Source: an optimization exercise on an open RTL-to-GDS flow (aim: a short achievable clock period and few clock cycles). Production flows keep margins and buffers that such runs may drop.
The RTL was checked by simulation tests, not by an equivalence proof against the original design.
Power is estimated from default activity; no workload was simulated.

--- flow/design.v ---
package pipePkg;
	localparam int DATA_WIDTH = 16;
	localparam int REG_COUNT = 16;
	localparam int IMEM_DEPTH = 64;
	localparam int INSTR_WIDTH = 32;
	localparam int REG_ID_WIDTH = $clog2(REG_COUNT);
	localparam int PC_WIDTH = $clog2(IMEM_DEPTH);
	localparam int MOV_BIT = 31;
	localparam int SUB3_BIT = 30;
	localparam int ADD4_BIT = 29;
	localparam int ADD1_BIT = 28;
	localparam int DST_LSB = 4;
	localparam int SRC_LSB = 0;
	localparam int SKIP_WINDOW = 4;
	typedef logic [DATA_WIDTH-1:0] dataT;
	typedef logic [REG_ID_WIDTH-1:0] regIdT;
	typedef logic [REG_COUNT-1:0] regMaskT;
	typedef logic [PC_WIDTH-1:0] pcT;
	typedef logic [INSTR_WIDTH-1:0] instrT;
	typedef struct packed {
		logic sub;
		logic add;
		regIdT src;
		regIdT dst;
	} opT;
	localparam int OP_WIDTH = 2 + 2 * REG_ID_WIDTH;
endpackage
`timescale 1ns/1ns
module fetchStage (
	input logic CLK,
	input logic RSTB,
	input logic imemWrite,
	input pipePkg::pcT imemAddr,
	input pipePkg::instrT imemData,
	input logic run,
	input logic dValid,
	input pipePkg::regIdT dDst,
	output logic fValid,
	output pipePkg::opT fOp,
	output logic fMatch1,
	output logic fMatch2
);
	localparam int N = pipePkg::IMEM_DEPTH;
	localparam int K = pipePkg::SKIP_WINDOW;
	logic [N-1:0] valid;
	logic [N-1:0][pipePkg::OP_WIDTH-1:0] mem;
	pipePkg::opT newOp;
	assign newOp.sub = imemData[pipePkg::SUB3_BIT] | imemData[pipePkg::ADD1_BIT];
	assign newOp.add = imemData[pipePkg::ADD4_BIT] | imemData[pipePkg::ADD1_BIT];
	assign newOp.src = imemData[pipePkg::SRC_LSB +: pipePkg::REG_ID_WIDTH];
	assign newOp.dst = imemData[pipePkg::DST_LSB +: pipePkg::REG_ID_WIDTH];
	always_ff @(posedge CLK)
	begin
		for (int i = 0; i < N; i++)
		begin
			if (imemWrite && (imemAddr == pipePkg::pcT'(i)))
			begin
				valid[i] <= |imemData[pipePkg::ADD1_BIT +: 4];
				mem[i] <= newOp;
			end
		end
	end
	logic [N-1:0] pc;
	logic [N-1:0] pick;
	logic [N-1:0] pickNext;
	logic [N-1:0] pcNext;
	for (genvar i = 0; i < N; i++)
	begin : g_pick
		logic [K:0] clear;
		logic [K-1:0] hit;
		assign clear[0] = 1'b1;
		for (genvar m = 1; m <= K; m++)
		begin : g_clear
			assign clear[m] = clear[m-1] & ~valid[(i - m + N) % N];
		end
		for (genvar m = 0; m < K; m++)
		begin : g_hit
			assign hit[m] = pc[(i - m + N) % N] & clear[m];
		end
		assign pickNext[i] = valid[i] & (|hit);
		assign pcNext[i] = pickNext[(i - 1 + N) % N] | (pc[(i - K + N) % N] & clear[K]);
	end
	always_ff @(posedge CLK or negedge RSTB)
	begin
		if (!RSTB)
		begin
			pc <= N'(1);
			pick <= '0;
		end
		else if (run)
		begin
			pc <= pcNext;
			pick <= pickNext;
		end
		else
		begin
			pick <= '0;
		end
	end
	localparam int G = 8;
	localparam int SRC_LSB = pipePkg::REG_ID_WIDTH;
	logic [N/G-1:0][pipePkg::OP_WIDTH-1:0] grpWord;
	logic [N/G-1:0][pipePkg::OP_WIDTH-1:0] grpOp;
	logic [N/G-1:0] grpValid;
	pipePkg::opT word;
	always_comb
	begin
		for (int g = 0; g < N / G; g++)
		begin
			grpWord[g] = '0;
			for (int i = g * G; i < (g + 1) * G; i++)
				grpWord[g] |= mem[i] & {pipePkg::OP_WIDTH{pick[i]}};
		end
	end
	always_comb
	begin
		word = '0;
		for (int g = 0; g < N / G; g++)
			word |= grpOp[g];
	end
	logic match1;
	logic match2;
	always_comb
	begin
		match1 = 1'b0;
		match2 = 1'b0;
		for (int g = 0; g < N / G; g++)
		begin
			match1 |= grpValid[g] && (grpOp[g][SRC_LSB +: pipePkg::REG_ID_WIDTH] == fOp.dst);
			match2 |= grpValid[g] && (grpOp[g][SRC_LSB +: pipePkg::REG_ID_WIDTH] == dDst);
		end
		match1 &= fValid;
		match2 &= dValid;
	end
	always_ff @(posedge CLK or negedge RSTB)
	begin
		if (!RSTB)
		begin
			grpValid <= '0;
			fValid <= 1'b0;
		end
		else
		begin
			for (int g = 0; g < N / G; g++)
				grpValid[g] <= |pick[g * G +: G];
			fValid <= |grpValid;
		end
	end
	always_ff @(posedge CLK)
	begin
		grpOp <= grpWord;
		fOp <= word;
		fMatch1 <= match1;
		fMatch2 <= match2;
	end
endmodule
`timescale 1ns/1ns
module decodeStage (
	input logic CLK,
	input logic RSTB,
	input logic fValid,
	input pipePkg::opT fOp,
	input logic fMatch1,
	input logic fMatch2,
	input logic aSub,
	input logic aAdd,
	input pipePkg::regMaskT aSrc1h,
	output logic dValid,
	output logic dSub,
	output logic dAdd,
	output pipePkg::regMaskT dSrc1h,
	output pipePkg::regIdT dDst,
	output logic dChain,
	output pipePkg::regMaskT dRead1h,
	output logic dInc1,
	output logic dInc2,
	output logic [3:0][1:0] dNumAdd,
	output logic [3:0][1:0] dNumSub
);
	logic fromA;
	logic fromD;
	pipePkg::regMaskT src1h;
	pipePkg::regMaskT read1h;
	assign fromA = fMatch1 ? dChain : fMatch2;
	assign fromD = fMatch1 && !dChain;
	assign src1h = pipePkg::regMaskT'(1) << fOp.src;
	always_comb
	begin
		if (fromA)
			read1h = aSrc1h;
		else if (fromD)
			read1h = dSrc1h;
		else
			read1h = src1h;
	end
	always_ff @(posedge CLK or negedge RSTB)
	begin
		if (!RSTB)
			dValid <= 1'b0;
		else
			dValid <= fValid;
	end
	always_ff @(posedge CLK)
	begin
		dSub <= fOp.sub;
		dAdd <= fOp.add;
		dSrc1h <= src1h;
		dDst <= fOp.dst;
		dChain <= fMatch1;
		dRead1h <= read1h;
		dInc1 <= fMatch1;
		dInc2 <= fromA;
		dNumAdd[0] <= 2'(fOp.add);
		dNumAdd[1] <= 2'(fOp.add) + 2'(dAdd);
		dNumAdd[2] <= 2'(fOp.add) + 2'(aAdd);
		dNumAdd[3] <= 2'(fOp.add) + 2'(dAdd) + 2'(aAdd);
		dNumSub[0] <= 2'(fOp.sub);
		dNumSub[1] <= 2'(fOp.sub) + 2'(dSub);
		dNumSub[2] <= 2'(fOp.sub) + 2'(aSub);
		dNumSub[3] <= 2'(fOp.sub) + 2'(dSub) + 2'(aSub);
	end
endmodule
`timescale 1ns/1ns
module ex1Stage (
	input logic CLK,
	input logic RSTB,
	input logic dValid,
	input logic dSub,
	input logic dAdd,
	input pipePkg::regMaskT dSrc1h,
	input pipePkg::regIdT dDst,
	input pipePkg::regMaskT dRead1h,
	input logic dInc1,
	input logic dInc2,
	input logic [3:0][1:0] dNumAdd,
	input logic [3:0][1:0] dNumSub,
	input logic [pipePkg::REG_COUNT-1:0][pipePkg::DATA_WIDTH-1:0] regs,
	output logic aValid,
	output logic aSub,
	output logic aAdd,
	output pipePkg::regMaskT aSrc1h,
	output pipePkg::regIdT aDst,
	output pipePkg::dataT aOperand,
	output logic [4:0] aConst
);
	pipePkg::dataT operand;
	logic [1:0] numAdd;
	logic [1:0] numSub;
	logic [4:0] chainConst;
	always_comb
	begin
		operand = '0;
		for (int r = 0; r < pipePkg::REG_COUNT; r++)
			operand |= regs[r] & {pipePkg::DATA_WIDTH{dRead1h[r]}};
	end
	assign numAdd = dNumAdd[{dInc2, dInc1}];
	assign numSub = dNumSub[{dInc2, dInc1}];
	always_comb
	begin
		case ({numAdd, numSub})
			4'h0: chainConst = 5'd0;
			4'h1: chainConst = 5'd29;
			4'h2: chainConst = 5'd26;
			4'h3: chainConst = 5'd23;
			4'h4: chainConst = 5'd4;
			4'h5: chainConst = 5'd1;
			4'h6: chainConst = 5'd30;
			4'h7: chainConst = 5'd27;
			4'h8: chainConst = 5'd8;
			4'h9: chainConst = 5'd5;
			4'ha: chainConst = 5'd2;
			4'hb: chainConst = 5'd31;
			4'hc: chainConst = 5'd12;
			4'hd: chainConst = 5'd9;
			4'he: chainConst = 5'd6;
			default: chainConst = 5'd3;
		endcase
	end
	always_ff @(posedge CLK or negedge RSTB)
	begin
		if (!RSTB)
			aValid <= 1'b0;
		else
			aValid <= dValid;
	end
	always_ff @(posedge CLK)
	begin
		aSub <= dSub;
		aAdd <= dAdd;
		aSrc1h <= dSrc1h;
		aDst <= dDst;
		aOperand <= operand;
		aConst <= chainConst;
	end
endmodule
`timescale 1ns/1ns
module ex2Stage (
	input logic CLK,
	input logic RSTB,
	input logic aValid,
	input pipePkg::regIdT aDst,
	input pipePkg::dataT aOperand,
	input logic [4:0] aConst,
	output logic [pipePkg::REG_COUNT-1:0][pipePkg::DATA_WIDTH-1:0] regs,
	output logic wbWrite,
	output pipePkg::regIdT wbDst,
	output pipePkg::dataT wbData
);
	localparam int W = pipePkg::DATA_WIDTH;
	logic bValid;
	pipePkg::regIdT bDst;
	pipePkg::regMaskT bDst1h;
	logic [3:0] bLow;
	logic [W-5:0] bHigh;
	logic [W-5:0] bHighUp;
	logic [W-5:0] bHighDown;
	logic bUp;
	logic bDown;
	logic [4:0] lowSum;
	logic [W-5:0] high;
	pipePkg::dataT result;
	assign lowSum = 5'(aOperand[3:0]) + 5'(aConst[3:0]);
	always_ff @(posedge CLK or negedge RSTB)
	begin
		if (!RSTB)
			bValid <= 1'b0;
		else
			bValid <= aValid;
	end
	always_ff @(posedge CLK)
	begin
		bDst <= aDst;
		bDst1h <= pipePkg::regMaskT'(1) << aDst;
		bLow <= lowSum[3:0];
		bHigh <= aOperand[W-1:4];
		bHighUp <= aOperand[W-1:4] + 1'b1;
		bHighDown <= aOperand[W-1:4] - 1'b1;
		bUp <= lowSum[4] & ~aConst[4];
		bDown <= ~lowSum[4] & aConst[4];
	end
	always_comb
	begin
		if (bUp)
			high = bHighUp;
		else if (bDown)
			high = bHighDown;
		else
			high = bHigh;
	end
	assign result = {high, bLow};
	always_ff @(posedge CLK or negedge RSTB)
	begin
		if (!RSTB)
		begin
			for (int r = 0; r < pipePkg::REG_COUNT; r++)
				regs[r] <= '0;
		end
		else
		begin
			for (int r = 0; r < pipePkg::REG_COUNT; r++)
				if (bValid && bDst1h[r])
					regs[r] <= result;
		end
	end
	always_ff @(posedge CLK or negedge RSTB)
	begin
		if (!RSTB)
			wbWrite <= 1'b0;
		else
			wbWrite <= bValid;
	end
	always_ff @(posedge CLK)
	begin
		wbDst <= bDst;
		wbData <= result;
	end
endmodule
`timescale 1ns/1ns
module pipelineTop (
	input logic CLK,
	input logic RSTB,
	input logic imemWrite,
	input logic [5:0] imemAddr,
	input logic [31:0] imemData,
	input logic run,
	output logic wbWrite,
	output logic [3:0] wbDst,
	output logic [15:0] wbData
);
	logic fValid;
	pipePkg::opT fOp;
	logic fMatch1;
	logic fMatch2;
	logic dValid;
	logic dSub;
	logic dAdd;
	pipePkg::regMaskT dSrc1h;
	pipePkg::regIdT dDst;
	logic dChain;
	pipePkg::regMaskT dRead1h;
	logic dInc1;
	logic dInc2;
	logic [3:0][1:0] dNumAdd;
	logic [3:0][1:0] dNumSub;
	logic aValid;
	logic aSub;
	logic aAdd;
	pipePkg::regMaskT aSrc1h;
	pipePkg::regIdT aDst;
	pipePkg::dataT aOperand;
	logic [4:0] aConst;
	logic [pipePkg::REG_COUNT-1:0][pipePkg::DATA_WIDTH-1:0] regs;
	fetchStage i_fetchStage (
		.CLK(CLK),
		.RSTB(RSTB),
		.imemWrite(imemWrite),
		.imemAddr(imemAddr),
		.imemData(imemData),
		.run(run),
		.dValid(dValid),
		.dDst(dDst),
		.fValid(fValid),
		.fOp(fOp),
		.fMatch1(fMatch1),
		.fMatch2(fMatch2)
	);
	decodeStage i_decodeStage (
		.CLK(CLK),
		.RSTB(RSTB),
		.fValid(fValid),
		.fOp(fOp),
		.fMatch1(fMatch1),
		.fMatch2(fMatch2),
		.aSub(aSub),
		.aAdd(aAdd),
		.aSrc1h(aSrc1h),
		.dValid(dValid),
		.dSub(dSub),
		.dAdd(dAdd),
		.dSrc1h(dSrc1h),
		.dDst(dDst),
		.dChain(dChain),
		.dRead1h(dRead1h),
		.dInc1(dInc1),
		.dInc2(dInc2),
		.dNumAdd(dNumAdd),
		.dNumSub(dNumSub)
	);
	ex1Stage i_ex1Stage (
		.CLK(CLK),
		.RSTB(RSTB),
		.dValid(dValid),
		.dSub(dSub),
		.dAdd(dAdd),
		.dSrc1h(dSrc1h),
		.dDst(dDst),
		.dRead1h(dRead1h),
		.dInc1(dInc1),
		.dInc2(dInc2),
		.dNumAdd(dNumAdd),
		.dNumSub(dNumSub),
		.regs(regs),
		.aValid(aValid),
		.aSub(aSub),
		.aAdd(aAdd),
		.aSrc1h(aSrc1h),
		.aDst(aDst),
		.aOperand(aOperand),
		.aConst(aConst)
	);
	ex2Stage i_ex2Stage (
		.CLK(CLK),
		.RSTB(RSTB),
		.aValid(aValid),
		.aDst(aDst),
		.aOperand(aOperand),
		.aConst(aConst),
		.regs(regs),
		.wbWrite(wbWrite),
		.wbDst(wbDst),
		.wbData(wbData)
	);
endmodule
--- flow/run.sh ---
#!/bin/bash
# synth_recipe.tcl (not shown) runs the flow's synth.tcl, then flattens the netlist and writes it again
# the make line also repeats each setting of config.mk as NAME=value (left out here)
make -C /OpenROAD-flow-scripts/flow DESIGN_CONFIG=/design/flow/config.mk WORK_HOME=/design/flow/orfs CLKGATE_MAP_FILE= SYNTH_SCRIPT=/design/flow/synth_recipe.tcl finish
--- flow/config.mk ---
export PLATFORM = sky130hd
export DESIGN_NAME = pipelineTop
export DESIGN_NICKNAME = pipelineTop
export VERILOG_FILES = /design/flow/design.v
export SDC_FILE = /design/flow/constraint.sdc
export NUM_CORES = 4
export LEC_CHECK = 0
export CAP_MARGIN = 20
export CORE_MARGIN = 2
export CORE_UTILIZATION = 70
export CTS_CLUSTER_DIAMETER = 80
export CTS_CLUSTER_SIZE = 30
export HOLD_SLACK_MARGIN = 0.05
export SETUP_SLACK_MARGIN = 2.0
export SLEW_MARGIN = 20
--- flow/constraint.sdc ---
create_clock -name core_clock -period 3.6 [get_ports {CLK}]
set_input_delay 0.7200 -clock core_clock [delete_from_list [all_inputs] [get_ports {CLK}]]
set_output_delay 0.7200 -clock core_clock [all_outputs]
set_load 0.01 [all_outputs]
==> impl_metrics.csv, run 1 <==
group,metric,value,unit
outcome,outcome,"no timing/DRC/antenna violations",
grt,vias_in_the_first_global_route,31200,
worst_hold_path,holdPathStages,1,
layout,layout-drive-gt1-share,13.0,%
layout,finalInstanceArea,55200,µm²
timing,count_of_final_hold_check_violations,0,
power,p_per_area,571,nW/µm²
clock_tree,clock_insertion_delay_worst_skew,0.66,ns
layout,commonest_cells_after_routing_fill_and_taps_aside,"sky130_fd_sc_hd__edfxtp_1, sky130_fd_sc_hd__dfrtp_1, sky130_fd_sc_hd__a22oi_1",
floorplan,initial_core_util,71.0,%
floorplan,pin_count,63,
clock_tree,cts.reportedPaths.clkPinSlew,0.11,ns
timing,max-slew-margin-rel,33.2,%
clock_tree,cts.path.max_buffers,3,
clock_tree,cts_tree,"built",
floorplan,placementRows,97,
floorplan,die-area,73400,µm²
synth,post_synth.cell_area_avg,13.8,µm²
synth,syn-cell-area,49900,µm²
timing,totalNegativeSetupSlack,0,ns
power,peakVddDrop,541,µV
layout,mostFrequentLayoutCell,"sky130_fd_sc_hd__edfxtp_1",
timing,slew_viol_final,0,
worst_setup_path,crit_cells,1,
drt,drtAntennaViolNets,0,
floorplan,die-width,271,µm
clock_tree,cts-buffers-inserted,52,
timing,fin_worst_skew,0.0197,ns
timing,setup_repair_after_global_routing_missed_its_margin,"yes",
drt,initial_drc_count,4212,
layout,design.final.nets,3713,
drt,number_of_vias_after_detailed_routing,31600,
synth,ys_seq_area_share,73.1,%
synth,yosysUniqueCellTypes,55,
grt,grt_use_total,34.1,%
worst_setup_path,reg2regPathDepth,5,
worst_setup_path,slowest_delay,0.41,ns
worst_hold_path,timing.hold.worst.class,"in2reg",
synth,synth-seq-cells,1369,
worst_setup_path,cpLargestDelayFamily,"flip-flops",
synth,postSynth.asyncResetShare,29.0,%
worst_setup_path,arrival_time_worst_endpoint,1.21,ns
place,dpl_worst_slack,0.420,ns
worst_setup_path,cpMaxStageDelayCell,"sky130_fd_sc_hd__dfrtp_1",
worst_setup_path,critical_path.cell_chain,"buf_2",
synth,most_used_dff_post_synth,"sky130_fd_sc_hd__edfxtp_1",
grt,wire_length_of_the_first_global_routing_pass,189000,µm
clock_tree,cts_root_buf,"sky130_fd_sc_hd__clkbuf_16",
timing,worst_slack,1.67,ns
grt,grt_antenna_before_repair,5,
place,gpl.final_weighted_congestion,0.900,
worst_setup_path,worstSetupPathType,"reg2out",
floorplan,die_height,271,µm
grt,leftover_overflow_at_the_end_of_global_routing,0,
timing,finalSetupViolations,0,
grt,grt_start_max_net_pins,99,
drt,route.final.wire_length,125000,µm
timing,finalCritPeriodShare,53.5,%
clock_tree,h-tree-depth,2,
timing,finalHoldWorstSlack,0.348,ns
place,dpl-instance-area,51700,µm²
synth,synth.largest_area_cell,"sky130_fd_sc_hd__edfxtp_1",
worst_setup_path,worstSetupEndpointType,"output pin",
timing,tightestPinTransition,0.994,ns
place,placement.io_buffers,42,
synth,postSynthCellCount,3613,
synth,synth.area.top_cells,"sky130_fd_sc_hd__edfxtp_1, sky130_fd_sc_hd__dfrtp_1, sky130_fd_sc_hd__dfxtp_1, sky130_fd_sc_hd__a22oi_1, sky130_fd_sc_hd__o21ai_0",
clock_tree,cts.sinks,1369,
worst_setup_path,crit_fanout,1,
floorplan,coreArea,70300,µm²
worst_setup_path,timing.critical_path.from_type,"register",
synth,synth_top_area_share,42.4,%
job,max_cap_viol_count,0,
drt,drt_drc_violations_left,0,
drt,avgViaCountPerCell,6.80,
synth,synth.yosys.warnings,4,
drt,drt-pass1-iter-count,6,
timing,peak_clock_frequency_supported_by_timing,0.519,GHz
power,static-leakage-power,21.0,nW
worst_setup_path,required_time_worst_endpoint,2.88,ns
synth,synth_fp_nets,3670,
layout,layout-area-overhead-vs-synth,10.6,%
timing,finalCriticalPeriod,1.93,ns
worst_setup_path,worst-path-buf-inv,1,
place,place.detailed.hpwl,78200,µm
drt,detail_route.wl_per_cell,27.0,µm
synth,number_of_flops_mapped_to_enable_cells_by_yosys,704,
[power by group]
| group | switching (mW) | internal [mW] | total (mW) |
|---|---|---|---|
| clock network | 4.51 | 3.01 | 7.52 |
| logic | 2.37 | 1.76 | 4.12 |
| registers | 1.52 | 18.3 | 19.8 |
[sequential cells by signal (all words and copies together), names as in the netlist, 64 cells and up]
name	flops
i_fetchStage.mem	640
i_ex2Stage.regs	256
i_fetchStage.grpOp	80
i_fetchStage.pc	64
i_fetchStage.pick	64
i_fetchStage.valid	64
[synth_stat cells (9+ instances only)]
master                     instances
sky130_fd_sc_hd__ha_1             12
sky130_fd_sc_hd__nor3_1           39
sky130_fd_sc_hd__xnor2_1          28
sky130_fd_sc_hd__nor4_1           82
sky130_fd_sc_hd__nand3_1          33
sky130_fd_sc_hd__xor2_1           59
sky130_fd_sc_hd__nand4_1          97
sky130_fd_sc_hd__edfxtp_1        704
sky130_fd_sc_hd__inv_1           103
sky130_fd_sc_hd__o21ai_0         266
sky130_fd_sc_hd__dfrtp_1         396
sky130_fd_sc_hd__buf_1             9
sky130_fd_sc_hd__mux2i_1          21
sky130_fd_sc_hd__a311o_1          11
sky130_fd_sc_hd__a22o_1           64
sky130_fd_sc_hd__a221oi_1         64
sky130_fd_sc_hd__buf_2            21
sky130_fd_sc_hd__mux2_2           66
sky130_fd_sc_hd__clkbuf_1        159
sky130_fd_sc_hd__a31oi_1          17
sky130_fd_sc_hd__o211a_1          47
sky130_fd_sc_hd__nand2b_1         37
sky130_fd_sc_hd__nor2b_1          11
sky130_fd_sc_hd__dfxtp_1         268
sky130_fd_sc_hd__a21oi_1          97
sky130_fd_sc_hd__a21o_1           20
sky130_fd_sc_hd__o21bai_1         13
sky130_fd_sc_hd__nand2_1         317
sky130_fd_sc_hd__a21oi_2           9
sky130_fd_sc_hd__a22oi_1         320
sky130_fd_sc_hd__nor2_1          172
[layer usage]
| metal | up-vias | share of wire [%] | global-route usage [%] |
|---|---|---|---|
| li1 | 13600 | - | - |
| met1 | 15900 | 37 | 46.0 |
| met2 | 1726 | 49 | 56.1 |
| met3 | 341 | 8.9 | 5.04 |
| met4 | 4 | 4.8 | 14.8 |
| met5 | - | 0.022 | 0 |
[metrics by stage]
stage | cells | utilization, % | total power [mW]
2_1_floorplan | 3613 | - | 22.2
3_3_place_gp | 4454 | 73.6 | 23.4
3_5_place_dp | 4454 | 73.6 | 23.8
4_1_cts | 4607 | 77.5 | 31.2
5_1_grt | 4639 | 78.5 | 32.8
6_report | 4642 | 78.5 | 31.5
[layout make-up]
type,count,area [µm²]
diodes,4,10.0
clock buffers,90,1540
clock inverters,6,53.8
fillers,4015,15100
inverters,104,392
multi-input cells,1949,13200
flip-flops and latches,1369,36500
well taps,940,1180
repair buffers,180,2320
[logic make-up (layout without fill, tap and decap cells)]
group | Yosys count | in the layout | share of synthesized area (%)
other cells | 0 | 4 | 0
xor+xnor | 87 | 87 | 1.53
simple gates | 815 | 816 | 7.68
buf+inv | 296 | 380 | 2.31
compound gates | 942 | 942 | 13.0
mux | 89 | 89 | 2.02
fa+ha+maj | 15 | 15 | 0.421
flops | 1369 | 1369 | 73.1
[worst paths after layout]
| check | startpoint | slack (ns) | endpoint |
|---|---|---|---|
| max | i_ex2Stage.wbWrite | 1.67 | wbWrite |
| min | imemData[6] | 0.35 | i_fetchStage.mem[522] |
| max reg2reg | i_decodeStage.dChain | 2.00 | i_ex1Stage.aConst[3] |
| min reg2reg | i_ex2Stage.bDst[3] | 0.35 | i_ex2Stage.wbDst[3] |
| max in group asynchronous | RSTB | 2.17 | i_fetchStage.grpValid[1] |
| min in group asynchronous | RSTB | 0.56 | i_ex2Stage.regs[123] |
[what timing repair did]
item                                    in CTS  in global routing
hold buffers                                 1                  0
endpoints found under the setup margin    1065                712
buffers inserted                            52                 28
cloned                                       4                  3
pin swaps                                   44                 19
gates resized for setup                    200                 56
endpoints found under the hold margin       64                  0
Testbench counts, summed over its fixed seeds: cycles 6,336.
==> inputs of run 2 (changes only) <==
--- a/flow/config.mk
+++ b/flow/config.mk
@@ -8,6 +8,6 @@
 export CAP_MARGIN = 20
 export CORE_MARGIN = 2
-export CORE_UTILIZATION = 70
-export CTS_CLUSTER_DIAMETER = 80
+export CORE_UTILIZATION = 85
+export CTS_CLUSTER_DIAMETER = 60
 export CTS_CLUSTER_SIZE = 30
 export HOLD_SLACK_MARGIN = 0.05
==> run 2 against run 1 <==
The flow now stops in 5_1_grt. Area after synthesis unchanged. Synthesized cell count unchanged.
==> impl_metrics.csv, run 2 <==
group,metric,value,unit
place,dpl-instance-area,51400,µm²
clock_tree,h-tree-depth,2,
grt,leftover_overflow_at_the_end_of_global_routing,35,
synth,most_common_library_cells_after_synthesis,"sky130_fd_sc_hd__edfxtp_1, sky130_fd_sc_hd__dfrtp_1, sky130_fd_sc_hd__a22oi_1, sky130_fd_sc_hd__nand2_1, sky130_fd_sc_hd__dfxtp_1",
place,dpl_worst_slack,0.500,ns
floorplan,placementRows,88,
synth,synth.area.top_cells,"sky130_fd_sc_hd__edfxtp_1, sky130_fd_sc_hd__dfrtp_1, sky130_fd_sc_hd__dfxtp_1, sky130_fd_sc_hd__a22oi_1, sky130_fd_sc_hd__o21ai_0",
outcome,outcome,"stopped before the end",
grt,grt_start_max_net_pins,105,
floorplan,pin_count,63,
place,placement.io_buffers,42,
outcome,flow.stopped_at,"5_1_grt",
grt,grt_antenna_before_repair,15,
synth,synth.largest_area_cell,"sky130_fd_sc_hd__edfxtp_1",
clock_tree,cts.path.max_buffers,3,
synth,post_synth.cell_area_avg,13.8,µm²
place,place.detailed.hpwl,82500,µm
floorplan,die-width,246,µm
floorplan,initial_core_util,86.3,%
synth,synth_fp_nets,3670,
clock_tree,cts-buffers-inserted,57,
floorplan,die_height,246,µm
timing,timing.grt.repair.worst_endpoint,"wbWrite",
synth,yosysUniqueCellTypes,55,
synth,number_of_flops_mapped_to_enable_cells_by_yosys,704,
synth,synth_most_common_cell,"sky130_fd_sc_hd__edfxtp_1",
clock_tree,hold_buffers,0,
outcome,error_that_halted_the_flow,"[ERROR GRT-0232] Routing congestion too high. Check the congestion heatmap in the GUI.",
synth,synth_top_area_share,42.4,%
grt,grt_use_total,80.3,%
synth,synth-seq-cells,1369,
synth,synth.yosys.warnings,4,
clock_tree,cts.sinks,1369,
synth,most_used_dff_post_synth,"sky130_fd_sc_hd__edfxtp_1",
timing,worstEpCategory,"top-level output",
synth,postSynthCellCount,3613,
synth,syn-cell-area,49900,µm²
place,gpl.final_weighted_congestion,0.945,
clock_tree,cts_root_buf,"sky130_fd_sc_hd__clkbuf_16",
synth,ys_seq_area_share,73.1,%
synth,postSynth.asyncResetShare,29.0,%
## run 2: cell counts after synthesis
Identical to the previous run, type by type.
## run 2: logic make-up after synthesis
kind of cell	count (synthesis)	share of synthesized area, %
flops	1369	73.1
compound gates	942	13.0
simple gates	815	7.68
buf+inv	296	2.31
mux	89	2.02
xor+xnor	87	1.53
fa+ha+maj	15	0.421
## run 2: worst max path at each step
stage | from | to | slack [ns]
after CTS | i_ex2Stage.wbWrite | wbWrite | 1.67
after detailed placement | imemAddr[0] | i_fetchStage.mem[133] | 0.50
after global placement | imemAddr[0] | i_fetchStage.valid[13] | 0.64
after floorplan | imemAddr[5] | i_fetchStage.mem[0] | 1.59
## run 2: what timing repair did
item,CTS
resized for setup,235
pin swaps,54
cloned,5
setup endpoints to repair,1085
setup buffers,79
## run 2: metal layers
layer	GRT usage (%)	GRT overflow
met1	82.3	0
met2	94.6	17
met3	66.6	3
met4	80.4	15
met5	22.5	0
## run 2: power by group through the flow
stage               logic (mW)  clock network, mW  registers (mW)
floorplan                 2.76                  0            19.4
global placement          3.39                  0            19.9
detailed placement        3.78                  0            20.2
CTS                       4.06               8.18            19.9
## run 2: metrics by stage
step	hold WS, ns	std cells
2_1_floorplan	0.310	3613
3_3_place_gp	0.316	4267
3_5_place_dp	0.319	4269
4_1_cts	0.127	4458
==> inputs of run 3 (changes only) <==
--- a/flow/config.mk
+++ b/flow/config.mk
@@ -8,7 +8,7 @@
 export CAP_MARGIN = 20
 export CORE_MARGIN = 2
-export CORE_UTILIZATION = 85
+export CORE_UTILIZATION = 80
 export CTS_CLUSTER_DIAMETER = 60
-export CTS_CLUSTER_SIZE = 30
+export CTS_CLUSTER_SIZE = 24
 export HOLD_SLACK_MARGIN = 0.05
 export SETUP_SLACK_MARGIN = 2.0
==> run 3 against run 2 <==
Now clean on timing, DRC and antenna. Area after synthesis unchanged. Synthesized cell count unchanged.
==> impl_metrics.csv, run 3 <==
group,metric,value,unit
clock_tree,cts-buffers-inserted,69,
grt,grt_start_max_net_pins,183,
layout,mostFrequentLayoutCell,"sky130_fd_sc_hd__edfxtp_1",
drt,initial_drc_count,6911,
synth,yosysUniqueCellTypes,55,
layout,finalInstanceArea,56000,µm²
timing,totalNegativeSetupSlack,0,ns
worst_setup_path,required_time_worst_endpoint,2.88,ns
worst_setup_path,critical_path.cell_chain,"buf_2",
synth,synth_most_common_cell,"sky130_fd_sc_hd__edfxtp_1",
layout,registers.top_by_ff_count,"i_fetchStage.mem",
timing,worst_slack,1.69,ns
clock_tree,cts.path.max_buffers,3,
floorplan,placementRows,91,
worst_setup_path,worstSetupEndpointType,"output pin",
synth,postSynthCellCount,3613,
worst_setup_path,worst-path-buf-inv,1,
layout,largest_reg_flops,640,
grt,grt_use_total,45.3,%
clock_tree,cts_tree,"built",
drt,route.final.wire_length,154000,µm
worst_hold_path,timing.hold.worst.class,"reg2reg",
timing,count_of_final_hold_check_violations,0,
grt,wire_length_of_the_first_global_routing_pass,213000,µm
synth,postSynth.asyncResetShare,29.0,%
timing,finalSetupViolations,0,
timing,setup_repair_after_global_routing_missed_its_margin,"yes",
timing,tightestPinTransition,1.36,ns
worst_setup_path,slowest_delay,0.40,ns
timing,finalCriticalPeriod,1.91,ns
synth,most_used_dff_post_synth,"sky130_fd_sc_hd__edfxtp_1",
synth,syn-cell-area,49900,µm²
worst_setup_path,cpMaxStageDelayCell,"sky130_fd_sc_hd__dfrtp_1",
synth,synth-seq-cells,1369,
floorplan,initial_core_util,80.8,%
layout,commonest_cells_after_routing_fill_and_taps_aside,"sky130_fd_sc_hd__edfxtp_1, sky130_fd_sc_hd__dfrtp_1, sky130_fd_sc_hd__a22oi_1",
grt,grt_antenna_before_repair,9,
grt,leftover_overflow_at_the_end_of_global_routing,0,
layout,layout-area-overhead-vs-synth,12.4,%
clock_tree,cts.reportedPaths.clkPinSlew,0.10,ns
clock_tree,clock_insertion_delay_worst_skew,0.69,ns
worst_setup_path,crit_fanout,1,
synth,synth_top_area_share,42.4,%
place,dpl_worst_slack,0.542,ns
synth,synth.area.top_cells,"sky130_fd_sc_hd__edfxtp_1, sky130_fd_sc_hd__dfrtp_1, sky130_fd_sc_hd__dfxtp_1, sky130_fd_sc_hd__a22oi_1, sky130_fd_sc_hd__o21ai_0",
worst_setup_path,arrival_time_worst_endpoint,1.19,ns
worst_setup_path,cpLargestDelayFamily,"flip-flops",
layout,layout-drive-gt1-share,14.6,%
timing,finalCritPeriodShare,52.9,%
place,gpl.final_weighted_congestion,0.943,
clock_tree,cts_root_buf,"sky130_fd_sc_hd__clkbuf_16",
place,place.detailed.hpwl,79000,µm
synth,number_of_flops_mapped_to_enable_cells_by_yosys,704,
layout,design.final.nets,3766,
synth,synth_fp_nets,3670,
job,max_cap_viol_count,0,
place,dpl-instance-area,51600,µm²
grt,vias_in_the_first_global_route,34100,
timing,slew_viol_final,0,
timing,fin_worst_skew,0.0579,ns
clock_tree,h-tree-depth,3,
floorplan,pin_count,63,
floorplan,die_height,254,µm
floorplan,die-area,64400,µm²
drt,drtAntennaViolNets,0,
floorplan,coreArea,61700,µm²
timing,peak_clock_frequency_supported_by_timing,0.525,GHz
place,placement.io_buffers,42,
worst_setup_path,timing.critical_path.from_type,"register",
synth,ys_seq_area_share,73.1,%
worst_setup_path,worstSetupPathType,"reg2out",
synth,synth.yosys.warnings,4,
floorplan,die-width,254,µm
power,static-leakage-power,21.5,nW
drt,drt-pass1-iter-count,7,
clock_tree,cts.sinks,1369,
drt,drt_drc_violations_left,0,
power,peakVddDrop,626,µV
synth,most_common_library_cells_after_synthesis,"sky130_fd_sc_hd__edfxtp_1, sky130_fd_sc_hd__dfrtp_1, sky130_fd_sc_hd__a22oi_1, sky130_fd_sc_hd__nand2_1, sky130_fd_sc_hd__dfxtp_1",
outcome,outcome,"no timing/DRC/antenna violations",
drt,detail_route.wl_per_cell,33.5,µm
timing,max-slew-margin-rel,9.23,%
layout,fin_util,90.8,%
synth,synth.largest_area_cell,"sky130_fd_sc_hd__edfxtp_1",
layout,reg.largest.list,"i_fetchStage.mem x640, i_ex2Stage.regs x256, i_fetchStage.grpOp x80",
drt,avgViaCountPerCell,7.72,
drt,number_of_vias_after_detailed_routing,35500,
synth,post_synth.cell_area_avg,13.8,µm²
power,p_per_area,601,nW/µm²
==> run 3: final cells by class <==
type,count,area (µm²)
Sequential cell,1369,36500
Multi-Input combinational cell,1950,13300
Fill cell,2125,5670
Timing Repair Buffer,215,2680
Clock buffer,115,2050
Tap cell,837,1050
Inverter,104,390
Clock inverter,9,76.3
Antenna cell,1,2.50
==> run 3: stage by stage <==
step	power, mW	std cells	hold WS [ns]
detailed placement	23.8	4343	0.336
floorplan	22.2	3613	0.310
global route	34.5	4599	0.356
global placement	23.4	4343	0.335
finish	33.7	4600	0.354
CTS	32.6	4563	0.357
==> run 3: repair_timing <==
| item | CTS | global route |
|---|---|---|
| gates cloned | 5 | 3 |
| setup endpoints to repair | 1089 | 933 |
| hold buffers | 1 | 0 |
| pin swaps | 60 | 16 |
| resized for setup | 220 | 59 |
| endpoints found under the hold margin | 53 | 0 |
| buffers inserted | 90 | 33 |
==> run 3: metal layers <==
metal / vias up / wire length [µm] / GRT usage [%]
met3: 932 / 21500 / 9.31
li1: 13700 / - / -
met1: 17100 / 47000 / 57.9
met2: 3714 / 72500 / 73.4
met4: 14 / 12800 / 26.4
met5: - / 92 / 0
==> run 3: cells by family after synthesis <==
group           after synthesis  synth area share (%)
buf+inv                     296                  2.31
compound gates              942                  13.0
xor+xnor                     87                  1.53
simple gates                815                  7.68
fa+ha+maj                    15                 0.421
flops                      1369                  73.1
mux                          89                  2.02
==> run 3: power breakdown <==
part           internal, mW  total, mW  switching, mW  leakage (nW)
Sequential             18.3       20.0           1.67          14.1
Clock                  3.98       9.10           5.12          1.02
Combinational          1.88       4.55           2.67          6.43
Total                  24.2       33.7           9.46          21.5
==> run 3: final timing paths <==
path	startpoint	to	slack (ns)	depth (start not counted)
max reg2reg	i_fetchStage.grpOp[40]	i_fetchStage.fOp[0]	1.75	2
min in group asynchronous	RSTB	i_ex2Stage.regs[233]	0.62	2
min	i_decodeStage.dSrc1h[0]	i_ex1Stage.aSrc1h[0]	0.35	0
min reg2reg	i_decodeStage.dSrc1h[0]	i_ex1Stage.aSrc1h[0]	0.35	0
max	i_ex2Stage.wbWrite	wbWrite	1.69	1
max in group asynchronous	RSTB	i_fetchStage.pick[55]	2.12	3
==> inputs of run 4 (changes only) <==
--- a/flow/config.mk
+++ b/flow/config.mk
@@ -8,6 +8,6 @@
 export CAP_MARGIN = 20
 export CORE_MARGIN = 2
-export CORE_UTILIZATION = 80
-export CTS_CLUSTER_DIAMETER = 60
+export CORE_UTILIZATION = 60
+export CTS_CLUSTER_DIAMETER = 100
 export CTS_CLUSTER_SIZE = 24
 export HOLD_SLACK_MARGIN = 0.05
==> run 4 against run 3 <==
Combinational power fell by 6.6%. Largest power group unchanged. Critical path type unchanged. Clock skew shrank 0.031 ns. Area after synthesis unchanged. Still clean on timing, DRC and antenna. Routed wire length is 17% lower. Setup slack gained 0.011 ns. Sequential power about the same. Utilization is 22 points lower. Worst hold slack worse by 0.27 ns. Non-clock buffer count grew 12. Final cell count grew 5.3%. Design area up 0.41%. Register-to-register slack better by 0.27 ns.
==> impl_metrics.csv, run 4 <==
group,metric,value,unit
floorplan,pin_count,63,
clock_tree,h-tree-depth,3,
floorplan,placementRows,105,
layout,largest_reg_flops,640,
place,place.detailed.hpwl,79200,µm
drt,route.final.wire_length,127000,µm
timing,tightestPinTransition,0.913,ns
worst_setup_path,required_time_worst_endpoint,2.88,ns
synth,syn-cell-area,49900,µm²
drt,avgViaCountPerCell,6.43,
layout,mostFrequentLayoutCell,"sky130_fd_sc_hd__edfxtp_1",
worst_setup_path,arrival_time_worst_endpoint,1.18,ns
floorplan,coreArea,82200,µm²
synth,number_of_flops_mapped_to_enable_cells_by_yosys,704,
grt,leftover_overflow_at_the_end_of_global_routing,0,
layout,layout-area-overhead-vs-synth,12.8,%
synth,most_common_library_cells_after_synthesis,"sky130_fd_sc_hd__edfxtp_1, sky130_fd_sc_hd__dfrtp_1, sky130_fd_sc_hd__a22oi_1, sky130_fd_sc_hd__nand2_1, sky130_fd_sc_hd__dfxtp_1",
worst_setup_path,worstSetupEndpointType,"output pin",
synth,synth.area.top_cells,"sky130_fd_sc_hd__edfxtp_1, sky130_fd_sc_hd__dfrtp_1, sky130_fd_sc_hd__dfxtp_1, sky130_fd_sc_hd__a22oi_1, sky130_fd_sc_hd__o21ai_0",
drt,number_of_vias_after_detailed_routing,31200,
worst_setup_path,crit_fanout,1,
timing,finalSetupViolations,0,
clock_tree,cts_tree,"built",
drt,drt_drc_violations_left,0,
power,peakVddDrop,460,µV
timing,totalNegativeSetupSlack,0,ns
outcome,outcome,"no timing/DRC/antenna violations",
floorplan,die-width,292,µm
synth,postSynthCellCount,3613,
worst_setup_path,timing.critical_path.from_type,"register",
synth,synth_most_common_cell,"sky130_fd_sc_hd__edfxtp_1",
drt,detail_route.wl_per_cell,26.2,µm
layout,reg.largest.list,"i_fetchStage.mem x640, i_ex2Stage.regs x256, i_fetchStage.grpOp x80",
layout,count_of_fill_cells_added_during_filler_insertion,5690,
synth,synth_fp_nets,3670,
timing,fin_worst_skew,0.0272,ns
timing,finalCriticalPeriod,1.90,ns
synth,synth.yosys.warnings,4,
synth,synth-seq-cells,1369,
worst_setup_path,worstSetupPathType,"reg2out",
synth,postSynth.asyncResetShare,29.0,%
layout,design.final.nets,3777,
drt,drt-pass1-iter-count,6,
synth,yosysUniqueCellTypes,55,
synth,synth_top_area_share,42.4,%
worst_setup_path,slowest_delay,0.40,ns
layout,commonest_cells_after_routing_fill_and_taps_aside,"sky130_fd_sc_hd__edfxtp_1, sky130_fd_sc_hd__dfrtp_1, sky130_fd_sc_hd__a22oi_1",
grt,grt_antenna_before_repair,2,
layout,registers.top_by_ff_count,"i_fetchStage.mem",
layout,fin_util,68.4,%
clock_tree,hold_buffers,0,
timing,count_of_final_hold_check_violations,0,
place,placement.io_buffers,42,
timing,max-slew-margin-rel,38.6,%
synth,ys_seq_area_share,73.1,%
grt,vias_in_the_first_global_route,30600,
synth,synth.largest_area_cell,"sky130_fd_sc_hd__edfxtp_1",
clock_tree,clock_insertion_delay_worst_skew,0.65,ns
job,max_cap_viol_count,0,
timing,slew_viol_final,0,
drt,initial_drc_count,3387,
worst_setup_path,worst-path-buf-inv,1,
clock_tree,cts_root_buf,"sky130_fd_sc_hd__clkbuf_16",
drt,drtAntennaViolNets,0,
grt,grt_start_max_net_pins,103,
clock_tree,cts.sinks,1369,
place,gpl.final_weighted_congestion,0.865,
clock_tree,cts-buffers-inserted,67,
clock_tree,cts.reportedPaths.clkPinSlew,0.09,ns
worst_setup_path,cpLargestDelayFamily,"flip-flops",
worst_hold_path,timing.hold.worst.class,"in2async",
power,p_per_area,579,nW/µm²
timing,peak_clock_frequency_supported_by_timing,0.528,GHz
floorplan,die_height,292,µm
timing,setup_repair_after_global_routing_missed_its_margin,"yes",
power,static-leakage-power,21.4,nW
floorplan,initial_core_util,60.6,%
timing,finalCritPeriodShare,52.7,%
floorplan,die-area,85400,µm²
grt,grt_use_total,29.5,%
synth,most_used_dff_post_synth,"sky130_fd_sc_hd__edfxtp_1",
grt,wire_length_of_the_first_global_routing_pass,190000,µm
synth,post_synth.cell_area_avg,13.8,µm²
layout,layout-drive-gt1-share,14.2,%
worst_setup_path,cpMaxStageDelayCell,"sky130_fd_sc_hd__dfrtp_1",
clock_tree,cts.path.max_buffers,3,
worst_setup_path,critical_path.cell_chain,"buf_6",
==> run 4: cell counts after synthesis <==
Identical to the previous run, type by type.
==> run 4: worst paths after layout <==
path | slack [ns] | end | cells after the start | start
hold reg to reg | 0.33 | i_ex2Stage.wbDst[1] | 0 | i_ex2Stage.bDst[1]
max in group asynchronous | 2.58 | i_fetchStage.pc[0] | 2 | RSTB
hold / removal | 0.08 | i_ex2Stage.regs[187] | 1 | RSTB
setup reg to reg | 2.02 | i_ex2Stage.regs[177] | 3 | i_ex2Stage.bValid
setup / recovery | 1.70 | wbWrite | 1 | i_ex2Stage.wbWrite
min in group core_clock | 0.33 | i_ex2Stage.wbDst[1] | 0 | i_ex2Stage.bDst[1]
==> run 4: repair_timing <==
item	CTS	global route
pin swaps	57	19
endpoints found under the hold margin	0	0
endpoints found under the setup margin	1066	583
gates resized for setup	208	61
buffers inserted	92	19
gates cloned	6	5
==> run 4: kinds of logic (layout without fill, tap and decap cells) <==
kind of cell	count (synthesis)	in the layout	synth area share, %
AND/OR/NAND/NOR	815	818	7.68
AO/OA/AOI/OAI	942	942	13.0
buffers and inverters	296	455	2.31
multiplexers	89	89	2.02
adder cells (fa/ha/maj)	15	15	0.421
XOR/XNOR	87	87	1.53
flip-flops	1369	1369	73.1
other	0	1	0
==> run 4: metal layers <==
layer | GRT usage [%] | wire [µm] | vias up
met2 | 49.6 | 62800 | 1293
met4 | 10.0 | 4410 | 4
met5 | 0 | 27 | -
met1 | 40.7 | 52200 | 15800
met3 | 3.09 | 7630 | 262
li1 | - | - | 13800
==> run 4: cell type report <==
class                   count  area [µm²]  area share (%)
clock buffers             119        1940            3.44
repair buffers            227        2790            4.96
diodes                      1        2.50         0.00445
multi-input cells        1951       13200            23.5
well taps                1070        1340            2.38
flip-flops and latches   1369       36500            64.9
inverters                 104         390           0.694
clock inverters             5        87.6           0.156
==> run 4: power by group <==
| part | internal [mW] | leakage, nW | switching (mW) |
|---|---|---|---|
| registers | 18.3 | 14.1 | 1.43 |
| clock network | 3.74 | 0.957 | 4.83 |
| logic | 1.83 | 6.41 | 2.42 |
==> run 4: metrics by stage <==
| stage | std cells | hold WS (ns) | power, mW | setup slack (ns) | cell area (µm²) |
|---|---|---|---|---|---|
| 2_1_floorplan | 3613 | 0.310 | 22.2 | 1.59 | 50500 |
| 3_3_place_gp | 4599 | 0.313 | 23.6 | 0.594 | 52000 |
| 3_5_place_dp | 4599 | 0.315 | 23.9 | 0.525 | 52000 |
| 4_1_cts | 4821 | 0.0932 | 32.5 | 1.67 | 55900 |
| 5_1_grt | 4845 | 0.130 | 34.0 | 1.68 | 56300 |
| 6_report | 4846 | 0.0828 | 32.6 | 1.70 | 56300 |
==> inputs of run 5 (changes only) <==
--- a/flow/design.v
+++ b/flow/design.v
@@ -81,4 +81,63 @@
 		assign pcNext[i] = pickNext[(i - 1 + N) % N] | (pc[(i - K + N) % N] & clear[K]);
 	end
+	localparam int P = 2 * K;
+	logic [P-1:0] preValid;
+	logic [P:0] preStart;
+	logic [P:0] prePick0;
+	logic [P:0] preAfter0;
+	logic [P:0] prePick1;
+	logic [P:0] preAfter1;
+	logic preAny0;
+	pipePkg::opT preWord;
+	for (genvar i = 0; i < P; i++)
+	begin : g_preValid
+		assign preValid[i] = (imemWrite && (imemAddr == pipePkg::pcT'(i)))
+			? |imemData[pipePkg::ADD1_BIT +: 4] : valid[i];
+	end
+	function automatic logic [2*(P+1)-1:0] preStep(input logic [P:0] at, input logic [P-1:0] v);
+		logic [P:0] picked;
+		logic [P:0] after;
+		logic clr;
+		logic hit;
+		picked = '0;
+		after = '0;
+		for (int i = 0; i < P; i++)
+		begin
+			hit = 1'b0;
+			clr = 1'b1;
+			for (int m = 0; m < K; m++)
+			begin
+				if (i - m >= 0)
+					hit = hit | (at[i - m] & clr);
+				if (i - m - 1 >= 0)
+					clr = clr & ~v[i - m - 1];
+			end
+			picked[i] = v[i] & hit;
+		end
+		for (int i = 1; i <= P; i++)
+		begin
+			clr = 1'b1;
+			for (int m = 1; m <= K; m++)
+				if (i - m >= 0)
+					clr = clr & ~v[i - m];
+			after[i] = picked[i - 1] | ((i - K >= 0) ? (at[i - K] & clr) : 1'b0);
+		end
+		preStep = {picked, after};
+	endfunction
+	assign preStart = (P+1)'(1);
+	assign {prePick0, preAfter0} = preStep(preStart, preValid);
+	assign {prePick1, preAfter1} = preStep(preAfter0, preValid);
+	assign preAny0 = |prePick0;
+	always_comb
+	begin
+		preWord = '0;
+		for (int i = 0; i < K; i++)
+		begin
+			if (imemWrite && (imemAddr == pipePkg::pcT'(i)))
+				preWord |= newOp & {pipePkg::OP_WIDTH{prePick0[i]}};
+			else
+				preWord |= mem[i] & {pipePkg::OP_WIDTH{prePick0[i]}};
+		end
+	end
 	always_ff @(posedge CLK or negedge RSTB)
 	begin
@@ -95,5 +154,6 @@
 		else
 		begin
-			pick <= '0;
+			pc <= N'(preAfter1);
+			pick <= N'(prePick1);
 		end
 	end
@@ -144,5 +204,7 @@
 			for (int g = 0; g < N / G; g++)
 				grpValid[g] <= |pick[g * G +: G];
-			fValid <= |grpValid;
+			if (!run)
+				grpValid[0] <= preAny0;
+			fValid <= run && (|grpValid);
 		end
 	end
@@ -150,4 +212,6 @@
 	begin
 		grpOp <= grpWord;
+		if (!run)
+			grpOp[0] <= preWord;
 		fOp <= word;
 		fMatch1 <= match1;
==> run 5 against run 4 <==
Clock skew is essentially flat. Non-clock buffer count increased by 85. Global-route usage grew 1.7 points. Final cell count increased by 4.0%. Total power shrank 0.54%. Clock power shrank 0.7%. Via count grew 5.7%. Combinational power about the same. Area after synthesis grew 1.2%. Count of clock-buffer cells in the layout fell by 3. Critical path depth increased by 10.
==> impl_metrics.csv, run 5 <==
group,metric,value,unit
power,static-leakage-power,22.2,nW
worst_setup_path,worstSetupEndpointType,"register",
grt,grt_start_max_net_pins,91,
layout,antenna_cells_inserted,0,
synth,main_combinational_cell_family_by_area_after_synthesis,"compound AO/OA/AOI/OAI gates",
layout,layout-drive-gt1-share,17.7,%
clock_tree,cts_tree,"built",
drt,route.final.wire_length,137000,µm
synth,synth-seq-cells,1369,
synth,synth_fp_nets,3788,
place,dp.cells,4737,
floorplan,coreArea,83600,µm²
timing,fin_worst_skew,0.0269,ns
grt,wire_length_of_the_first_global_routing_pass,201000,µm
synth,most_used_dff_post_synth,"sky130_fd_sc_hd__edfxtp_1",
drt,number_of_vias_after_detailed_routing,32900,
synth,postSynthCellCount,3728,
floorplan,initial_core_util,60.4,%
place,gpl.final_weighted_congestion,0.906,
job,max_cap_viol_count,0,
worst_setup_path,timing.critical_path.from_type,"input port",
clock_tree,clock_insertion_delay_worst_skew,0.66,ns
timing,slew_viol_final,0,
synth,postSynth.asyncResetShare,29.0,%
timing,finalSetupViolations,0,
synth,synth_most_common_cell,"sky130_fd_sc_hd__edfxtp_1",
synth,most_common_library_cells_after_synthesis,"sky130_fd_sc_hd__edfxtp_1, sky130_fd_sc_hd__dfrtp_1, sky130_fd_sc_hd__nand2_1, sky130_fd_sc_hd__o21ai_0, sky130_fd_sc_hd__a22oi_1",
power,power_frac_comb,13.1,%
synth,syn-cell-area,50500,µm²
timing,finalCriticalPeriod,2.12,ns
layout,layoutNonFillerInstCount,5039,
timing,totalNegativeSetupSlack,0,ns
synth,synth.largest_area_cell,"sky130_fd_sc_hd__edfxtp_1",
drt,drt_drc_violations_left,0,
power,post-layout-total-power,32.4,mW
synth,synth_compound_area_share,13.2,%
synth,post_synth_fa_ha_maj_area_fraction,0.491,%
synth,yosysUniqueCellTypes,73,
timing,peak_clock_frequency_supported_by_timing,0.471,GHz
clock_tree,cts_root_buf,"sky130_fd_sc_hd__clkbuf_16",
timing,max-slew-margin-rel,26.8,%
layout,finalInstanceArea,58300,µm²
grt,grt_antenna_before_repair,3,
layout,reg.largest.list,"i_fetchStage.mem x640, i_ex2Stage.regs x256, i_fetchStage.grpOp x80",
synth,number_of_flops_mapped_to_enable_cells_by_yosys,696,
worst_setup_path,reg2regPathDepth,8,
power,internal-power,23.7,mW
worst_setup_path,crit_fanout,5,
grt,grt_use_total,31.2,%
power,p_sw,8.72,mW
floorplan,die_height,294,µm
clock_tree,cts.sinks,1369,
worst_setup_path,arrival_time_worst_endpoint,2.66,ns
drt,drtAntennaViolNets,0,
outcome,outcome,"no timing/DRC/antenna violations",
synth,post_synth.cell_area_avg,13.5,µm²
grt,vias_in_the_first_global_route,31900,
power,netSwitchingFraction,26.9,%
synth,synth.area.top_cells,"sky130_fd_sc_hd__edfxtp_1, sky130_fd_sc_hd__dfrtp_1, sky130_fd_sc_hd__dfxtp_1, sky130_fd_sc_hd__a22oi_1, sky130_fd_sc_hd__o21ai_0",
layout,commonest_cells_after_routing_fill_and_taps_aside,"sky130_fd_sc_hd__edfxtp_1, sky130_fd_sc_hd__dfrtp_1, sky130_fd_sc_hd__nand2_1",
synth,ys_seq_area_share,72.0,%
timing,finalCritPeriodShare,58.9,%
place,dpl-instance-area,52900,µm²
drt,avgViaCountPerCell,6.54,
synth,proportion_of_synthesized_area_in_mux_cells,2.52,%
layout,largest_reg_flops,640,
timing,setup_repair_after_global_routing_missed_its_margin,"yes",
place,placement.io_buffers,42,
layout,registers.top_by_ff_count,"i_fetchStage.mem",
synth,synth_top_area_share,41.4,%
floorplan,die-width,294,µm
layout,mostFrequentLayoutCell,"sky130_fd_sc_hd__edfxtp_1",
worst_setup_path,required_time_worst_endpoint,4.14,ns
clock_tree,h-tree-depth,3,
synth,synth-xor-area-share,1.51,%
timing,tightestPinTransition,1.10,ns
drt,drt-pass1-iter-count,6,
power,sequential_share_of_power,60.6,%
clock_tree,cts-buffers-inserted,67,
synth,synth.yosys.warnings,4,
power,share_clk_of_total_power,26.3,%
power,peakVddDrop,453,µV
timing,finalHoldWorstSlack,0.0665,ns
clock_tree,cts.reportedPaths.clkPinSlew,0.09,ns
drt,initial_drc_count,3531,
layout,layout-area-overhead-vs-synth,15.4,%
layout,design.final.nets,3964,
drt,detail_route.wl_per_cell,27.2,µm
floorplan,pin_count,63,
place,place.detailed.hpwl,84200,µm
clock_tree,cts.path.max_buffers,3,
clock_tree,hold_buffers,0,
grt,leftover_overflow_at_the_end_of_global_routing,0,
worst_hold_path,timing.hold.worst.class,"in2async",
worst_setup_path,worstSetupPathType,"in2reg",
synth,yosys.area_share.simple,8.26,%
floorplan,placementRows,106,
power,p_per_area,556,nW/µm²
timing,count_of_final_hold_check_violations,0,
floorplan,die-area,86500,µm²
[run 5: cell count changes after synthesis, moves of 23 or more]
cell,before,now
sky130_fd_sc_hd__a21oi_1,97,122
sky130_fd_sc_hd__a31o_2,0,27
sky130_fd_sc_hd__mux2i_1,21,46
sky130_fd_sc_hd__nand2b_1,37,11
sky130_fd_sc_hd__nand2_1,317,369
sky130_fd_sc_hd__a22oi_1,320,280
sky130_fd_sc_hd__clkbuf_1,159,185
sky130_fd_sc_hd__inv_1,103,46
sky130_fd_sc_hd__nor2_1,172,208
sky130_fd_sc_hd__nor2b_1,11,37
sky130_fd_sc_hd__o211a_1,47,24
sky130_fd_sc_hd__nor4_1,82,51
[run 5: kinds of logic after synthesis]
logic type / Yosys count
XOR/XNOR: 87
flip-flops: 1369
buffers and inverters: 257
AO/OA/AOI/OAI: 976
adder cells (fa/ha/maj): 18
AND/OR/NAND/NOR: 905
multiplexers: 116
[run 5: repair_timing]
item / 4_1_cts / 5_1_grt
gates cloned: 12 / 6
pin swaps: 84 / 32
resized for setup: 328 / 98
buffers inserted: 114 / 46
endpoints found under the setup margin: 1222 / 744
[run 5: power groups by stage]
stage	combinational [mW]	sequential, mW	clock [mW]
final	4.24	19.6	8.51
after global routing	4.68	19.8	9.21
after CTS	3.89	19.6	8.64
after detailed placement	3.65	19.9	0
after global placement	3.49	19.8	0
after floorplan	2.68	19.2	0
[run 5: final cells by class]
type / instances / area, µm²
Clock inverter: 8 / 146
Multi-Input combinational cell: 2103 / 14300
Clock buffer: 116 / 1860
Fill cell: 5611 / 25300
Sequential cell: 1369 / 36400
Timing Repair inverter: 2 / 18.8
Inverter: 49 / 228
Timing Repair Buffer: 312 / 3940
Tap cell: 1080 / 1350
[run 5: routing by layer]
layer | track usage [%] | share of wire (%) | routed length [µm] | vias up
met3 | 3.83 | 7.3 | 10000 | 354
met2 | 52.0 | 49 | 66600 | 1563
met4 | 12.2 | 4.3 | 5830 | 2
met5 | 0 | 0.0095 | 13 | -
li1 | - | - | - | 14400
met1 | 42.4 | 40 | 54700 | 16700
[run 5: stage by stage]
step	setup WS, ns	util, %
after floorplan	0.645	-
after global placement	0.123	63.3
after detailed placement	0.0300	63.3
after CTS	1.53	68.4
after global routing	1.46	69.7
final	1.48	69.7
[run 5: final timing paths]
check	slack [ns]	start	endpoint
max reg2reg	1.67	i_fetchStage.valid[0]	i_fetchStage.grpOp[8]
min reg2reg	0.34	i_ex2Stage.bDst[2]	i_ex2Stage.wbDst[2]
min in group core_clock	0.34	i_ex2Stage.bDst[2]	i_ex2Stage.wbDst[2]
max	1.48	imemAddr[2]	i_fetchStage.grpOp[8]
min	0.07	RSTB	i_ex2Stage.regs[236]
max in group asynchronous	2.61	RSTB	i_ex2Stage.regs[48]
[run 5: worst max-delay path, cell delays in order]
cell and delay (ns):
sky130_fd_sc_hd__buf_8 0.10, sky130_fd_sc_hd__or4b_4 0.55, sky130_fd_sc_hd__nor2_4 0.14, sky130_fd_sc_hd__nor2_2 0.05, sky130_fd_sc_hd__a21o_1 0.21, sky130_fd_sc_hd__ha_4 0.18, sky130_fd_sc_hd__o311ai_4 0.06, sky130_fd_sc_hd__buf_6 0.18
sky130_fd_sc_hd__buf_6 0.14, sky130_fd_sc_hd__o211ai_1 0.12, sky130_fd_sc_hd__o21a_1 0.21
Testbench counts of run 5, summed over its fixed seeds: cycles 6,272.
==> inputs of run 6 (changes only) <==
--- a/flow/design.v
+++ b/flow/design.v
@@ -90,9 +90,8 @@
 	logic preAny0;
 	pipePkg::opT preWord;
-	for (genvar i = 0; i < P; i++)
-	begin : g_preValid
-		assign preValid[i] = (imemWrite && (imemAddr == pipePkg::pcT'(i)))
-			? |imemData[pipePkg::ADD1_BIT +: 4] : valid[i];
-	end
+	logic stale;
+	logic reload;
+	assign preValid = valid[P-1:0];
+	assign reload = !run || stale;
 	function automatic logic [2*(P+1)-1:0] preStep(input logic [P:0] at, input logic [P-1:0] v);
 		logic [P:0] picked;
@@ -133,10 +132,5 @@
 		preWord = '0;
 		for (int i = 0; i < K; i++)
-		begin
-			if (imemWrite && (imemAddr == pipePkg::pcT'(i)))
-				preWord |= newOp & {pipePkg::OP_WIDTH{prePick0[i]}};
-			else
-				preWord |= mem[i] & {pipePkg::OP_WIDTH{prePick0[i]}};
-		end
+			preWord |= mem[i] & {pipePkg::OP_WIDTH{prePick0[i]}};
 	end
 	always_ff @(posedge CLK or negedge RSTB)
@@ -146,14 +140,19 @@
 			pc <= N'(1);
 			pick <= '0;
-		end
-		else if (run)
-		begin
-			pc <= pcNext;
-			pick <= pickNext;
+			stale <= 1'b0;
 		end
 		else
 		begin
-			pc <= N'(preAfter1);
-			pick <= N'(prePick1);
+			if (reload)
+			begin
+				pc <= N'(preAfter1);
+				pick <= N'(prePick1);
+			end
+			else
+			begin
+				pc <= pcNext;
+				pick <= pickNext;
+			end
+			stale <= imemWrite && (imemAddr < pipePkg::pcT'(P));
 		end
 	end
@@ -204,7 +203,7 @@
 			for (int g = 0; g < N / G; g++)
 				grpValid[g] <= |pick[g * G +: G];
-			if (!run)
+			if (reload)
 				grpValid[0] <= preAny0;
-			fValid <= run && (|grpValid);
+			fValid <= run && !stale && (|grpValid);
 		end
 	end
@@ -212,5 +211,5 @@
 	begin
 		grpOp <= grpWord;
-		if (!run)
+		if (reload)
 			grpOp[0] <= preWord;
 		fOp <= word;
--- a/flow/config.mk
+++ b/flow/config.mk
@@ -12,4 +12,5 @@
 export CTS_CLUSTER_SIZE = 24
 export HOLD_SLACK_MARGIN = 0.05
+export PLACE_DENSITY = 0.75
 export SETUP_SLACK_MARGIN = 2.0
 export SLEW_MARGIN = 20
==> run 6 against run 5 <==
Highest routed layer is now met4. Combinational power fell by 28%. Design area is 3.3% lower. Fmax is 11% higher. Critical endpoint is now wbWrite. Sequential cell count increased by 1.
==> impl_metrics.csv, run 6 <==
group,metric,value,unit
synth,yosys.area_share.simple,7.50,%
synth,yosysUniqueCellTypes,65,
synth,synth_most_common_cell,"sky130_fd_sc_hd__edfxtp_1",
drt,drtAntennaViolNets,0,
drt,detail_route.wl_per_cell,27.6,µm
timing,finalSetupViolations,0,
synth,synth.largest_area_cell,"sky130_fd_sc_hd__edfxtp_1",
synth,synth_fp_nets,3610,
clock_tree,cts_tree,"built",
power,peakVddDrop,404,µV
power,p_per_area,535,nW/µm²
clock_tree,cts.sinks,1370,
clock_tree,cts-buffers-inserted,67,
layout,layout-drive-gt1-share,15.0,%
worst_setup_path,cpLargestDelayFamily,"flip-flops",
layout,largest_reg_flops,640,
synth,number_of_flops_mapped_to_enable_cells_by_yosys,704,
worst_hold_path,timing.hold.worst.class,"in2async",
clock_tree,cts.reportedPaths.clkPinSlew,0.10,ns
floorplan,die-area,85200,µm²
grt,grt_use_total,30.6,%
timing,tightestPinTransition,1.12,ns
grt,grt_antenna_before_repair,2,
floorplan,die_height,292,µm
drt,drt_drc_violations_left,0,
synth,most_used_dff_post_synth,"sky130_fd_sc_hd__edfxtp_1",
floorplan,die-width,292,µm
drt,drt-pass1-iter-count,6,
layout,mostFrequentLayoutCell,"sky130_fd_sc_hd__edfxtp_1",
worst_setup_path,critical_path.cell_chain,"buf_2",
synth,synth_top_area_share,42.5,%
worst_setup_path,worst-path-buf-inv,1,
place,dpl_worst_slack,0.458,ns
clock_tree,cts_root_buf,"sky130_fd_sc_hd__clkbuf_16",
power,static-leakage-power,21.7,nW
worst_setup_path,timing.critical_path.from_type,"register",
synth,postSynth.asyncResetShare,29.1,%
floorplan,placementRows,105,
synth,synth.yosys.warnings,4,
timing,finalHoldWorstSlack,0.124,ns
drt,initial_drc_count,4030,
layout,registers.top_by_ff_count,"i_fetchStage.mem",
place,place.detailed.hpwl,79600,µm
worst_setup_path,slowest_delay,0.41,ns
timing,totalNegativeSetupSlack,0,ns
place,placement.io_buffers,42,
synth,postSynthCellCount,3550,
synth,synth-seq-cells,1370,
timing,peak_clock_frequency_supported_by_timing,0.522,GHz
timing,setup_repair_after_global_routing_missed_its_margin,"yes",
timing,count_of_final_hold_check_violations,0,
drt,number_of_vias_after_detailed_routing,31900,
drt,route.final.wire_length,132000,µm
drt,avgViaCountPerCell,6.66,
layout,finalInstanceArea,56300,µm²
clock_tree,cts.path.max_buffers,3,
floorplan,initial_core_util,60.6,%
synth,syn-cell-area,49800,µm²
layout,layoutNonFillerInstCount,4794,
synth,main_combinational_cell_family_by_area_after_synthesis,"compound AO/OA/AOI/OAI gates",
timing,slew_viol_final,0,
grt,grt_start_max_net_pins,104,
synth,proportion_of_synthesized_area_in_mux_cells,2.04,%
worst_setup_path,required_time_worst_endpoint,2.88,ns
outcome,outcome,"no timing/DRC/antenna violations",
synth,synth_compound_area_share,13.0,%
layout,design.final.nets,3728,
synth,synth.area.top_cells,"sky130_fd_sc_hd__edfxtp_1, sky130_fd_sc_hd__dfrtp_1, sky130_fd_sc_hd__dfxtp_1, sky130_fd_sc_hd__a22oi_1, sky130_fd_sc_hd__nand2_1",
timing,max-slew-margin-rel,24.7,%
timing,finalCritPeriodShare,53.2,%
synth,most_common_library_cells_after_synthesis,"sky130_fd_sc_hd__edfxtp_1, sky130_fd_sc_hd__dfrtp_1, sky130_fd_sc_hd__nand2_1, sky130_fd_sc_hd__a22oi_1, sky130_fd_sc_hd__dfxtp_1",
worst_setup_path,worstSetupPathType,"reg2out",
floorplan,coreArea,82100,µm²
worst_setup_path,arrival_time_worst_endpoint,1.19,ns
worst_setup_path,cpMaxStageDelayCell,"sky130_fd_sc_hd__dfrtp_1",
job,max_cap_viol_count,0,
layout,reg.largest.list,"i_fetchStage.mem x640, i_ex2Stage.regs x256, i_fetchStage.grpOp x80",
synth,post_synth.cell_area_avg,14.0,µm²
clock_tree,h-tree-depth,3,
timing,fin_worst_skew,0.0367,ns
synth,synth-xor-area-share,1.51,%
place,gpl.final_weighted_congestion,0.875,
grt,leftover_overflow_at_the_end_of_global_routing,0,
grt,wire_length_of_the_first_global_routing_pass,196000,µm
layout,layout-area-overhead-vs-synth,13.2,%
floorplan,pin_count,63,
layout,commonest_cells_after_routing_fill_and_taps_aside,"sky130_fd_sc_hd__edfxtp_1, sky130_fd_sc_hd__dfrtp_1, sky130_fd_sc_hd__a22oi_1",
timing,worst_slack,1.69,ns
grt,vias_in_the_first_global_route,31800,
clock_tree,clock_insertion_delay_worst_skew,0.66,ns
place,dpl-instance-area,52000,µm²
worst_setup_path,crit_fanout,1,
timing,finalCriticalPeriod,1.91,ns
place,dp.cells,4532,
worst_setup_path,worstSetupEndpointType,"output pin",
synth,post_synth_fa_ha_maj_area_fraction,0.498,%
synth,ys_seq_area_share,73.3,%
-- run 6: cell count changes after synthesis, moves of 20 or more --
cell and delta:
sky130_fd_sc_hd__a31o_2 -27, sky130_fd_sc_hd__o21ai_0 -274, sky130_fd_sc_hd__clkbuf_1 -30, sky130_fd_sc_hd__mux2_2 -44, sky130_fd_sc_hd__buf_2 +28, sky130_fd_sc_hd__a21oi_1 -45, sky130_fd_sc_hd__mux2i_1 -26, sky130_fd_sc_hd__a221oi_1 +20
sky130_fd_sc_hd__mux2_1 +43, sky130_fd_sc_hd__o21ai_1 +227, sky130_fd_sc_hd__a22oi_1 +22, sky130_fd_sc_hd__nand2_1 -63
-- run 6: final timing paths --
path / slack [ns] / to / depth (start not counted) / from
max reg2reg: 1.79 / i_fetchStage.pc[5] / 6 / i_fetchStage.valid[1]
min reg2reg: 0.32 / i_ex2Stage.wbDst[2] / 0 / i_ex2Stage.bDst[2]
max in group asynchronous: 2.50 / i_ex2Stage.regs[221] / 2 / RSTB
min: 0.12 / i_ex2Stage.regs[33] / 1 / RSTB
max: 1.69 / wbWrite / 1 / i_ex2Stage.wbWrite
min in group core_clock: 0.32 / i_ex2Stage.wbDst[2] / 0 / i_ex2Stage.bDst[2]
-- run 6: per-layer routing --
| metal | vias up | share of wire, % | GRT usage [%] |
|---|---|---|---|
| met5 | - | 0 | 0 |
| met4 | 0 | 4.4 | 12.4 |
| met3 | 352 | 9.2 | 5.21 |
| met2 | 1805 | 49 | 50.6 |
| met1 | 16100 | 38 | 40.7 |
| li1 | 13700 | - | - |
-- run 6: logic make-up after synthesis --
group / after synthesis
muxes: 90
buffers and inverters: 272
xor gates and xnor gates: 86
AOI/OAI and AO/OA: 920
and+or+nand+nor: 794
DFF: 1370
adders and majority gates: 18
-- run 6: what timing repair did --
action | 4_1_cts | 5_1_grt
setup endpoints to repair | 1184 | 716
cloned | 10 | 4
pin swaps | 56 | 31
hold buffers | 0 | 0
setup buffers | 100 | 23
gates resized for setup | 233 | 71
hold endpoints to repair | 0 | 0
-- run 6: through the flow --
step,power [mW],util [%]
2_1_floorplan,20.2,-
3_3_place_gp,21.1,63.3
6_report,30.1,68.6
5_1_grt,31.1,68.6
3_5_place_dp,21.3,63.3
4_1_cts,29.9,67.9
-- run 6: power by group --
part,internal [mW],switching (mW)
combinational,1.32,1.73
sequential,17.6,0.903
clock,3.74,4.81
-- run 6: layout make-up --
type,instances,area [µm²]
clock buffer,119,1940
sequential,1370,36500
clock inverter,5,83.8
antenna,1,2.50
tap,1070,1340
inverter,75,284
timing repair buffer,241,2860
multi-input combinational,1913,13300
fill,5289,25800
Testbench counts of run 6, summed over its fixed seeds: cycles 6,273.

==> separate check: timing with driven ports <==
In the flow no input, the clock included, has a driving cell. The finished layouts below were timed again as built, in two steps. Step 1: set_driving_cell puts a clkbuf_16 on CLK and a buf_2 on each other input, an assumption about the parent block. Step 2, shift: input delay + t, output delay - t, t = (earliest + latest rising clock arrival at the registers) / 2. This alone moves slack from input paths to output paths. Three values: ideal, step 1, step 2; two values: the first two.
| run | shift t [ns] | setup WS [ns] | pins driven straight from the clock port |
|---|---|---|---|
| run 1 | 0.723 | 1.674 / 1.601 / 1.253 | 1 |
| run 3 | 0.726 | 1.694 / 1.627 / 0.999 | 1 |
| run 4 | 0.714 | 1.705 / 1.626 / 1.317 | 1 |
| run 5 | 0.716 | 1.478 / 1.498 / 0.783 | 1 |
| run 6 | 0.707 | 1.686 / 1.618 / 1.182 | 1 |
After both steps setup and hold are still met in every run listed.
